Background: an optimization exercise with open tools, aiming at small area and a short achievable clock period. Do not read the settings as production practice. Where RTL was checked, it was by simulation tests only, not by an equivalence proof against the original. Power is estimated from default activity; no workload was simulated.

Design barrett_top, start of the top module:
module barrett_top (
  input  logic        clk_i,
  input  logic        rst_ni,
  input  logic        cfg_we_i,
  input  logic [47:0] cfg_i,         
  input  logic        in_valid_i,
  input  logic [35:0] in_i,          
  output logic        out_valid_o,
  output logic [19:0] out_o          
);
make LEC_CHECK=0 CAP_MARGIN=20 CORE_MARGIN=2 CORE_UTILIZATION=65 CTS_BUF_LIST=sky130_fd_sc_hd__clkbuf_8 CTS_CLUSTER_SIZE=40 PLACE_DENSITY=0.75 SETUP_SLACK_MARGIN=4.1 SLEW_MARGIN=20 finish   # period 7.0 ns
run.sh (not shown) runs the stock make flow with config.mk's settings and CLKGATE_MAP_FILE= SYNTH_SCRIPT=/design/flow/synth_recipe.tcl, a recipe that flattens the netlist after the stock synthesis.
The first run ran to the end with no violations.
Next try:
==> flow/flow/run.sh (new file) <==
#!/bin/bash
# The standard layout, with plain buf_1 cells (not clkdlybuf4s50_1) as the
# port buffers that ORFS inserts before global placement. make's full output
# goes to standard.log; each ORFS step also keeps its own log under orfs/logs.
set -euo pipefail
export BUFFER_PORTS_ARGS="-buffer_cell sky130_fd_sc_hd__buf_1"
bash standard.sh > standard.log 2>&1
==> flow/standard.sh (new file) <==
#!/bin/bash
# synth_recipe.tcl (not shown) runs the flow's synth.tcl, then flattens the netlist and writes it again
# the make line also repeats each setting of config.mk as NAME=value (left out here)
make -C /OpenROAD-flow-scripts/flow DESIGN_CONFIG=/design/flow/config.mk WORK_HOME=/design/flow/orfs CLKGATE_MAP_FILE= SYNTH_SCRIPT=/design/flow/synth_recipe.tcl "${@:-finish}"
CORE_UTILIZATION = 75   (was 65)
PLACE_DENSITY = 0.82   (was 0.75)
removed: flow/run.sh
Effect: Clock skew grows by 0.0068 ns. Global-route usage grows by 5.3 points. Clock-buffer cell count shrinks by 4.
Next try:
CORE_UTILIZATION = 65   (was 75)
PLACE_DENSITY = 0.85   (was 0.82)
After rerunning: Synthesized cell count does not change. Wire length grows by 0.86%. Flip-flop and latch count stays the same. Worst setup slack degrades by 0.033 ns. First-iteration DRC count rises by 15%. Total power fell by 0.84%. Die area went up by 15%. Utilization went down by 10 points. Via count increases by 2.8%.
Next try:
CTS_CLUSTER_DIAMETER = 45   (was default)
CTS_CLUSTER_SIZE = 20   (was 40)
PLACE_DENSITY = 0.75   (was 0.85)
What happened: Global-route usage goes down by 2.0 points; routed wire length drops by 11%; non-clock buffer count does not change; total power fell by 5.0%.
Next try:
CAP_MARGIN = 10   (was 20)
SLEW_MARGIN = 10   (was 20)
The new run completed without violations.
Sequential power barely changes.
Worst setup slack is worse by 0.090 ns.
Cell count increases by 0.76%.
Via count increases by 0.63%.
Clock-buffer cell count is unchanged.
First-iteration DRC count increases by 17%.
Fmax decreases by 3.0%.
Core utilization increases by 0.63 points.
Die area is unchanged.
Non-clock buffer count increases by 10.
Next try:
CAP_MARGIN = 20   (was 10)
CTS_CLUSTER_DIAMETER = default   (was 45)
CTS_CLUSTER_SIZE = 40   (was 20)
PLACE_DENSITY = default   (was 0.75)
SLEW_MARGIN = 20   (was 10)
The new run produced a clean layout.
Utilization increases by 0.47 points.
Count of clock-buffer cells in the layout increases by 22.
Clock power increases by about 10%.
Power decreases by 0.61%.
Sequential power barely changes.

barrett_top, a different RTL version from the one above (not shown whole).
Size in the first run: ~1,900 cells after synthesis, about 110 I/O pins, ~20,000 sq um of cells after synthesis.
export LEC_CHECK = 0
export CAP_MARGIN = 20
export CORE_MARGIN = 2
export CORE_UTILIZATION = 40
export SETUP_SLACK_MARGIN = 4.0
export SLEW_MARGIN = 20
create_clock -name core_clock -period 7.0 [get_ports {clk_i}]
Stock flow here: none of the scripts above is used.
Rerun with:
Settings changed: CORE_UTILIZATION 40 to 65.
After rerunning: Global-route usage went up by 11 points. Utilization climbs by 28 points. Fmax drops slightly. Die area came out lower by well over a third. Design area is lower by a few percent. Non-clock buffer count came out lower by 9. Routed wire length falls slightly. Total power falls slightly. Clock-buffer cell count shrinks by 9.

barrett_top, a different RTL version from the one above (not shown whole).
Size: about 1900 cells after synthesis, about 110 I/O pins, about 20000 um^2 of cells after synthesis.
export LEC_CHECK = 0
export CAP_MARGIN = 20
export CORE_MARGIN = 2
export CORE_UTILIZATION = 65
export CTS_BUF_LIST = sky130_fd_sc_hd__clkbuf_8
export CTS_CLUSTER_DIAMETER = 50
export CTS_CLUSTER_SIZE = 24
export PLACE_DENSITY = 0.7
export SETUP_SLACK_MARGIN = 4.1
export SLEW_MARGIN = 20
export TNS_END_PERCENT = 50
create_clock -name core_clock -period 7.0 [get_ports {clk_i}]
standard.sh (not shown) runs the stock make flow with config.mk's settings and CLKGATE_MAP_FILE= SYNTH_SCRIPT=/design/flow/synth_recipe.tcl, a recipe that flattens the netlist after the stock synthesis.
==> flow/flow/run.sh <==
#!/bin/bash
# The standard layout, with plain buf_1 cells (not clkdlybuf4s50_1) as the
# port buffers that ORFS inserts before global placement. make's full output
# goes to standard.log; each ORFS step also keeps its own log under orfs/logs.
set -euo pipefail
export BUFFER_PORTS_ARGS="-buffer_cell sky130_fd_sc_hd__buf_1"
bash standard.sh > standard.log 2>&1
The baseline finished with timing, DRC and antenna clean.
Edit:
CORE_UTILIZATION = 60   (was 65)
CTS_CLUSTER_DIAMETER = 45   (was 50)
CTS_CLUSTER_SIZE = 20   (was 24)
PLACE_DENSITY = 0.75   (was 0.7)
TNS_END_PERCENT = default   (was 50)
Result:
- critical path depth came out higher by 1
- non-clock buffer count went down by 7
- total power stays flat
- via count goes up slightly
- clock power came out higher by about a fifth
Edit:
CORE_UTILIZATION = 65   (was 60)
SETUP_SLACK_MARGIN = 4.3   (was 4.1)
Global-route usage goes up by 3.6 points.
Hold slack gains 0.017 ns.
Sequential power stays flat.
Setup slack improves by 0.048 ns.
Edit:
SETUP_SLACK_MARGIN = 4.1   (was 4.3)
Combinational power decreases by about a fifth. Sequential share of layout area goes up by 1.8 points. Synthesized area stays the same. Die area stays the same. First-iteration DRC count is lower by roughly a tenth. Fmax is lower slightly. Setup slack got worse by 0.032 ns. Routed wire length is lower by a few percent.
Edit:
CTS_CLUSTER_DIAMETER = 50   (was 45)
CTS_CLUSTER_SIZE = 24   (was 20)
PLACE_DENSITY = 0.65   (was 0.75)
TNS_END_PERCENT = 100   (was default)
Outcome: Synthesized cell count is unchanged; combinational power stays flat; total power goes down by 1.4%; worst setup slack gains 0.025 ns; first-iteration DRC count goes down by 6.8%.

barrett_top, a different RTL version from the one above (not shown whole).
Size in the first run: roughly 1900 cells after synthesis, about 340 flip-flops, about 110 I/O pins, about 20000 µm² of cells after synthesis.
export LEC_CHECK = 0
export CAP_MARGIN = 20
export CORE_MARGIN = 2
export CORE_UTILIZATION = 40
export SETUP_SLACK_MARGIN = 4.0
export SLEW_MARGIN = 20
create_clock -name core_clock -period 7.0 [get_ports {clk_i}]
run.sh (not shown) runs the stock make flow with config.mk's settings and CLKGATE_MAP_FILE= SYNTH_SCRIPT=/design/flow/synth_recipe.tcl, a recipe that flattens the netlist after the stock synthesis.
Stock flow here: none of the scripts above is used.
The first run finished clean.
Then changed:
- CORE_UTILIZATION: 40 -> 65
Power barely changes.
Sequential power went up slightly.
Synthesized area does not change.
Utilization is higher by 28 points.
No functional check of the RTL was part of any run of this note.

## job 4379
RTL: one of the versions met above, not the one the previous note started from.
For scale: ~110 I/O pins, ~20,000 um2 of cells after synthesis.
Design barrett_top, start of the top module:
module barrett_top (
  input  logic        clk_i,
  input  logic        rst_ni,
  input  logic        cfg_we_i,
  input  logic [47:0] cfg_i,         
  input  logic        in_valid_i,
  input  logic [35:0] in_i,          
  output logic        out_valid_o,
  output logic [19:0] out_o          
);
==> flow/config.mk <==
export PLATFORM = sky130hd
export DESIGN_NAME = barrett_top
export DESIGN_NICKNAME = barrett_top
export VERILOG_FILES = /design/flow/design.v
export SDC_FILE = /design/flow/constraint.sdc
export NUM_CORES = 4
export LEC_CHECK = 0
export CAP_MARGIN = 20
export CORE_MARGIN = 2
export CORE_UTILIZATION = 65
export CTS_BUF_LIST = sky130_fd_sc_hd__clkbuf_8
export CTS_CLUSTER_SIZE = 40
export SETUP_SLACK_MARGIN = 4.0
export SLEW_MARGIN = 20
==> flow/constraint.sdc <==
create_clock -name core_clock -period 7.0 [get_ports {clk_i}]
set_input_delay 1.4000 -clock core_clock [delete_from_list [all_inputs] [get_ports {clk_i}]]
set_output_delay 1.4000 -clock core_clock [all_outputs]
set_load 0.01 [all_outputs]
For job 959, these inputs were changed with respect to job 4379:
- a change of SETUP_SLACK_MARGIN from 4.0 to 4.2
## What came out
Job 959 ends up with higher first-pass GRT wire length than job 4379 does. Min final critical delay including setup and external delays across job 959 and job 4379: job 959. Measured against job 4379, the met3 wirelength from detailed routing of job 959 comes out at 1.07 times the reference value. In the tables for job 959 and job 4379, wire length on met1 reads lower with job 959. [job 959] via count rose about 1.5% relative to job 4379. Fraction of area in non-clock buffers (higher): job 959.
Here is what was changed in the inputs of job 8512 compared with job 959.
- SETUP_SLACK_MARGIN: 4.2 -> 4.0
- PLACE_DENSITY: unset -> 0.75
- CTS_CLUSTER_DIAMETER: unset -> 45
- CTS_CLUSTER_SIZE: 40 -> 20
==> flow/flow/run.sh (new file) <==
#!/bin/bash
# The standard layout, with plain buf_1 cells (not clkdlybuf4s50_1) as the
# port buffers that ORFS inserts before global placement. make's full output
# goes to standard.log; each ORFS step also keeps its own log under orfs/logs.
set -euo pipefail
export BUFFER_PORTS_ARGS="-buffer_cell sky130_fd_sc_hd__buf_1"
bash standard.sh > standard.log 2>&1
==> flow/standard.sh (new file) <==
#!/bin/bash
# synth_recipe.tcl (not shown) runs the flow's synth.tcl, then flattens the netlist and writes it again
# the make line also repeats each setting of config.mk as NAME=value (left out here)
make -C /OpenROAD-flow-scripts/flow DESIGN_CONFIG=/design/flow/config.mk WORK_HOME=/design/flow/orfs CLKGATE_MAP_FILE= SYNTH_SCRIPT=/design/flow/synth_recipe.tcl "${@:-finish}"
removed: flow/run.sh
==> comparison <==
- In the tables for job 959 and job 8512, slew at the pin closest to its max-slew limit reads lower with job 959.
- Re proportion of cell area occupied by multi-input gates: job 959 and job 8512 aren't equal, and the higher value belongs to job 8512.
- Job 8512 ended up with barrett_reduce_i.s5_r_1853_q$_DFF_P_ as its capturing element of the worst setup path; job 959 ended up with barrett_reduce_i.s3_qh_1130_q$_DFF_P_.
- In the metrics for job 959 and job 8512, the one carrying the higher non-clock buffer count is job 959.
- Compare job 959 and job 8512 | core utilization lower: job 8512
- Diff job 8512..job 959 | setup TNS | unchanged

Setup of job 6991:
barrett_top again, from the RTL that the note above started with.
Settings: LEC_CHECK=0, CAP_MARGIN=20, CORE_MARGIN=2, CORE_UTILIZATION=65, CTS_BUF_LIST=sky130_fd_sc_hd__clkbuf_8, CTS_CLUSTER_SIZE=40, SETUP_SLACK_MARGIN=3.7, SLEW_MARGIN=20; clock period 7.0 ns.
Stock flow here: none of the scripts above is used.
Job 6991: full flow OK, the timing, DRC and antenna checks passed
Here is what was changed in the inputs of job 4837 compared with job 6991.
- PLACE_DENSITY: unset -> 0.75
- SETUP_SLACK_MARGIN: 3.7 -> 4.25
==> flow/flow/run.sh (new file) <==
#!/bin/bash
# The standard layout, with plain buf_1 cells (not clkdlybuf4s50_1) as the
# port buffers that ORFS inserts before global placement. make's full output
# goes to standard.log; each ORFS step also keeps its own log under orfs/logs.
set -euo pipefail
export BUFFER_PORTS_ARGS="-buffer_cell sky130_fd_sc_hd__buf_1"
bash standard.sh > standard.log 2>&1
==> flow/standard.sh (new file) <==
#!/bin/bash
# synth_recipe.tcl (not shown) runs the flow's synth.tcl, then flattens the netlist and writes it again
# the make line also repeats each setting of config.mk as NAME=value (left out here)
make -C /OpenROAD-flow-scripts/flow DESIGN_CONFIG=/design/flow/config.mk WORK_HOME=/design/flow/orfs CLKGATE_MAP_FILE= SYNTH_SCRIPT=/design/flow/synth_recipe.tcl "${@:-finish}"
removed: flow/run.sh
Findings:
Time the final worst path needs with I/O delays and setup was lower in job 4837 than in job 6991. Per the comparison of job 4837 with job 6991, overall power consumption now larger; number of gates on the worst path with buffers counted went down 1; clock power share shows a reduction of 2.1 points. Job 4837 went all the way through the flow, and no timing, DRC or antenna check failed. Job 4837 against job 6991: final design instance area without fill went up, sequential fraction of total cell area went down, fraction of area in clock buffers and inverters went down, hold slack went up, transition time at the pin with the least slew margin went down. Job 4837 has register cell area after layout above what job 6991 had. Summary: with job 6991 as the reference, final instance count without filler cells in job 4837 moved up by a few percent.
Inputs modified between job 4837 and job 9298:
- swapping 4.25 for 4.1 in SETUP_SLACK_MARGIN
==> results.txt <==
Compared with job 4837, in job 9298 worst setup slack after layout saw an increase, worst setup slack for register-to-register paths now sits higher.
In terms of async set-reset flop share out of synthesis, job 9298 and job 4837 differ only marginally.
Looking at worst setup path startpoint, the barrett_reduce_i.s4_cols_1608_q result is from job 9298; the barrett_reduce_i.s2_cols_809_q one comes from job 4837.
Slew at the pin closest to its max-slew limit | job 9298 below job 4837
Setup changes, job 9298 to job 6291
- CTS_CLUSTER_SIZE: 40 -> 30
- CTS_BUF_LIST: sky130_fd_sc_hd__clkbuf_8 -> sky130_fd_sc_hd__clkbuf_16
- CTS_CLUSTER_DIAMETER: unset -> 60
Notes after the runs:
Combined global-route utilization of all metal layers delta (job 9298 -> job 6291): insignificant
In job 6291 the largest fanout of any net on the critical path turned out 2 higher than in job 9298.
Job 6291 vs job 9298, origin of the worst setup path: barrett_cfg_i.q_o[9] vs barrett_reduce_i.s4_cols_1608_q
[compare] base=job 9298 new=job 6291: cell count fell by 35; max-slew headroom at the worst pin -0.65 points.
Compared to job 9298, job 6291 has arrival time at the worst endpoint 0.02 ns higher.
As far as design area is concerned, job 9298 and job 6291 perform about the same.

Another version of the RTL of barrett_top (not shown whole).
Size: about 110 I/O pins, roughly 20000 µm² of cells after synthesis.
==> flow/config.mk <==
export PLATFORM = sky130hd
export DESIGN_NAME = barrett_top
export DESIGN_NICKNAME = barrett_top
export VERILOG_FILES = /design/flow/design.v
export SDC_FILE = /design/flow/constraint.sdc
export NUM_CORES = 4
export LEC_CHECK = 0
export CAP_MARGIN = 20
export CORE_MARGIN = 2
export CORE_UTILIZATION = 65
export CTS_BUF_LIST = sky130_fd_sc_hd__clkbuf_8
export CTS_CLUSTER_SIZE = 40
export SETUP_SLACK_MARGIN = 4.0
export SLEW_MARGIN = 20
==> flow/constraint.sdc <==
create_clock -name core_clock -period 7.0 [get_ports {clk_i}]
set_input_delay 1.4000 -clock core_clock [delete_from_list [all_inputs] [get_ports {clk_i}]]
set_output_delay 1.4000 -clock core_clock [all_outputs]
set_load 0.01 [all_outputs]
standard.sh (not shown) runs the stock make flow with config.mk's settings and CLKGATE_MAP_FILE= SYNTH_SCRIPT=/design/flow/synth_recipe.tcl, a recipe that flattens the netlist after the stock synthesis.
==> flow/flow/run.sh <==
#!/bin/bash
# The standard layout, with plain buf_1 cells (not clkdlybuf4s50_1) as the
# port buffers that ORFS inserts before global placement. make's full output
# goes to standard.log; each ORFS step also keeps its own log under orfs/logs.
set -euo pipefail
export BUFFER_PORTS_ARGS="-buffer_cell sky130_fd_sc_hd__buf_1"
bash standard.sh > standard.log 2>&1
Next try:
==> flow/run.sh (new file) <==
#!/bin/bash
# synth_recipe.tcl (not shown) runs the flow's synth.tcl, then flattens the netlist and writes it again
# the make line also repeats each setting of config.mk as NAME=value (left out here)
make -C /OpenROAD-flow-scripts/flow DESIGN_CONFIG=/design/flow/config.mk WORK_HOME=/design/flow/orfs CLKGATE_MAP_FILE= SYNTH_SCRIPT=/design/flow/synth_recipe.tcl finish
removed: flow/flow/run.sh
removed: flow/standard.sh
What happened: The new run went through all stages and came out clean; sequential power is about the same; global-route usage came out higher by 0.17 points; utilization went up by 0.99 points; via count stays flat.
Next try:
--- a/flow/config.mk
+++ b/flow/config.mk
@@ -10,4 +10,2 @@
 export CORE_UTILIZATION = 65
-export CTS_BUF_LIST = sky130_fd_sc_hd__clkbuf_8
-export CTS_CLUSTER_SIZE = 40
 export SETUP_SLACK_MARGIN = 4.0
Result:
- The new run completed with no timing, DRC or antenna violations
- cell count is lower by 1.3%
- wire length rises by 0.95%
- register-to-register slack got worse by 0.09 ns
- die area is unchanged
- utilization rose by 0.91 points
- synthesized cell count does not change
- worst setup slack gets worse by 0.062 ns
- combinational power stays flat
- maximum frequency fell by 2.1%
- power increases by 3.4%
Next try:
--- a/flow/config.mk
+++ b/flow/config.mk
@@ -10,2 +10,4 @@
 export CORE_UTILIZATION = 65
+export CTS_BUF_LIST = sky130_fd_sc_hd__clkbuf_4
+export CTS_CLUSTER_SIZE = 40
 export SETUP_SLACK_MARGIN = 4.0
Final area went down by 0.78%.
Utilization went down by 0.60 points.
Power went down by 2.4%.
Area after synthesis is unchanged.
Wire length stays flat.
Global-route usage went up by 0.20 points.
Hold slack got worse by 0.0091 ns.
Via count went up by about 2.5%.
Die area stays the same.

## static timing again, ports no longer ideal
In the flow no input, the clock included, has a driving cell. The finished layouts below were timed again as built, in two steps.
Step 1 sets driving cells, clkbuf_16 on the clock port and buf_2 on the other inputs (assumed; they add their load-dependent delay and slew).
Step 2 times the ports against the registers' clock, not the clock port: input delays grow and output delays shrink by t, the midpoint of the rising clock arrivals with the driver on.
a / b / c = no drivers / after step 1 / after step 2; a / b = the first two.
run	t, ns	setup WS [ns]	worst setup path after step 2	slew at the worst register clock pin (ns)	worst data-port slew with drivers (ns)
the first run of note 1	0.636	4.049 / 4.049 / 3.910	input to register	0.07 / 0.07	0.05
the second run of note 1	0.635	3.930 / 3.930 / 3.930	register to register	0.08 / 0.08	0.05
the third run of note 1	0.640	3.897 / 3.897 / 3.897	register to register	0.09 / 0.09	0.06
the fourth run of note 1	0.589	4.032 / 4.032 / 4.032	register to register	0.11 / 0.11	0.07
the fifth run of note 1	0.611	3.942 / 3.942 / 3.942	register to register	0.11 / 0.11	0.07
the sixth run of note 1	0.619	4.037 / 4.037 / 4.037	register to register	0.07 / 0.07	0.06
the first run of note 2	0.617	3.948 / 3.948 / 3.744	input to register	0.06 / 0.06	0.04
the second run of note 2	0.593	3.893 / 3.893 / 3.723	input to register	0.06 / 0.06	0.06
the first run of note 3	0.663	4.098 / 4.098 / 4.098	register to register	0.12 / 0.12	0.07
the second run of note 3	0.654	4.133 / 4.133 / 4.133	register to register	0.11 / 0.11	0.07
the third run of note 3	0.629	4.181 / 4.181 / 4.040	input to register	0.11 / 0.11	0.05
the fourth run of note 3	0.619	4.148 / 4.148 / 4.058	input to register	0.12 / 0.12	0.06
the fifth run of note 3	0.661	4.174 / 4.174 / 4.174	register to register	0.12 / 0.12	0.07
the first run of note 4	0.619	3.847 / 3.847 / 3.520	input to register	0.06 / 0.06	0.05
the second run of note 4	0.568	3.867 / 3.867 / 3.532	input to register	0.06 / 0.06	0.07
job 4379	0.637	3.993 / 3.993 / 3.768	input to register	0.07 / 0.07	0.05
job 959	0.625	4.070 / 4.070 / 3.865	input to register	0.07 / 0.07	0.05
job 8512	0.601	3.915 / 3.915 / 3.915	register to register	0.11 / 0.11	0.07
job 6991	0.631	3.795 / 3.795 / 3.795	input to register	0.07 / 0.07	0.05
job 4837	0.626	4.047 / 4.047 / 4.047	register to register	0.07 / 0.07	0.06
job 9298	0.627	4.066 / 4.066 / 4.066	register to register	0.07 / 0.07	0.06
job 6291	0.611	4.034 / 4.034 / 4.034	register to register	0.10 / 0.10	0.06
the first run of note 7	0.638	3.976 / 3.976 / 3.569	input to register	0.07 / 0.07	0.04
the second run of note 7	0.624	4.034 / 4.058 / 3.434	input to register	0.07 / 0.07	0.03
the third run of note 7	0.570	3.971 / 3.971 / 3.571	input to register	0.06 / 0.06	0.05
the fourth run of note 7	0.765	4.029 / 4.029 / 3.325	input to register	0.08 / 0.08	0.04
After both steps every run listed still meets setup and hold. For the fourth run of note 7, which loses most, drivers alone change the setup slack by 0.000 ns; drivers and shift together by -0.704 ns.
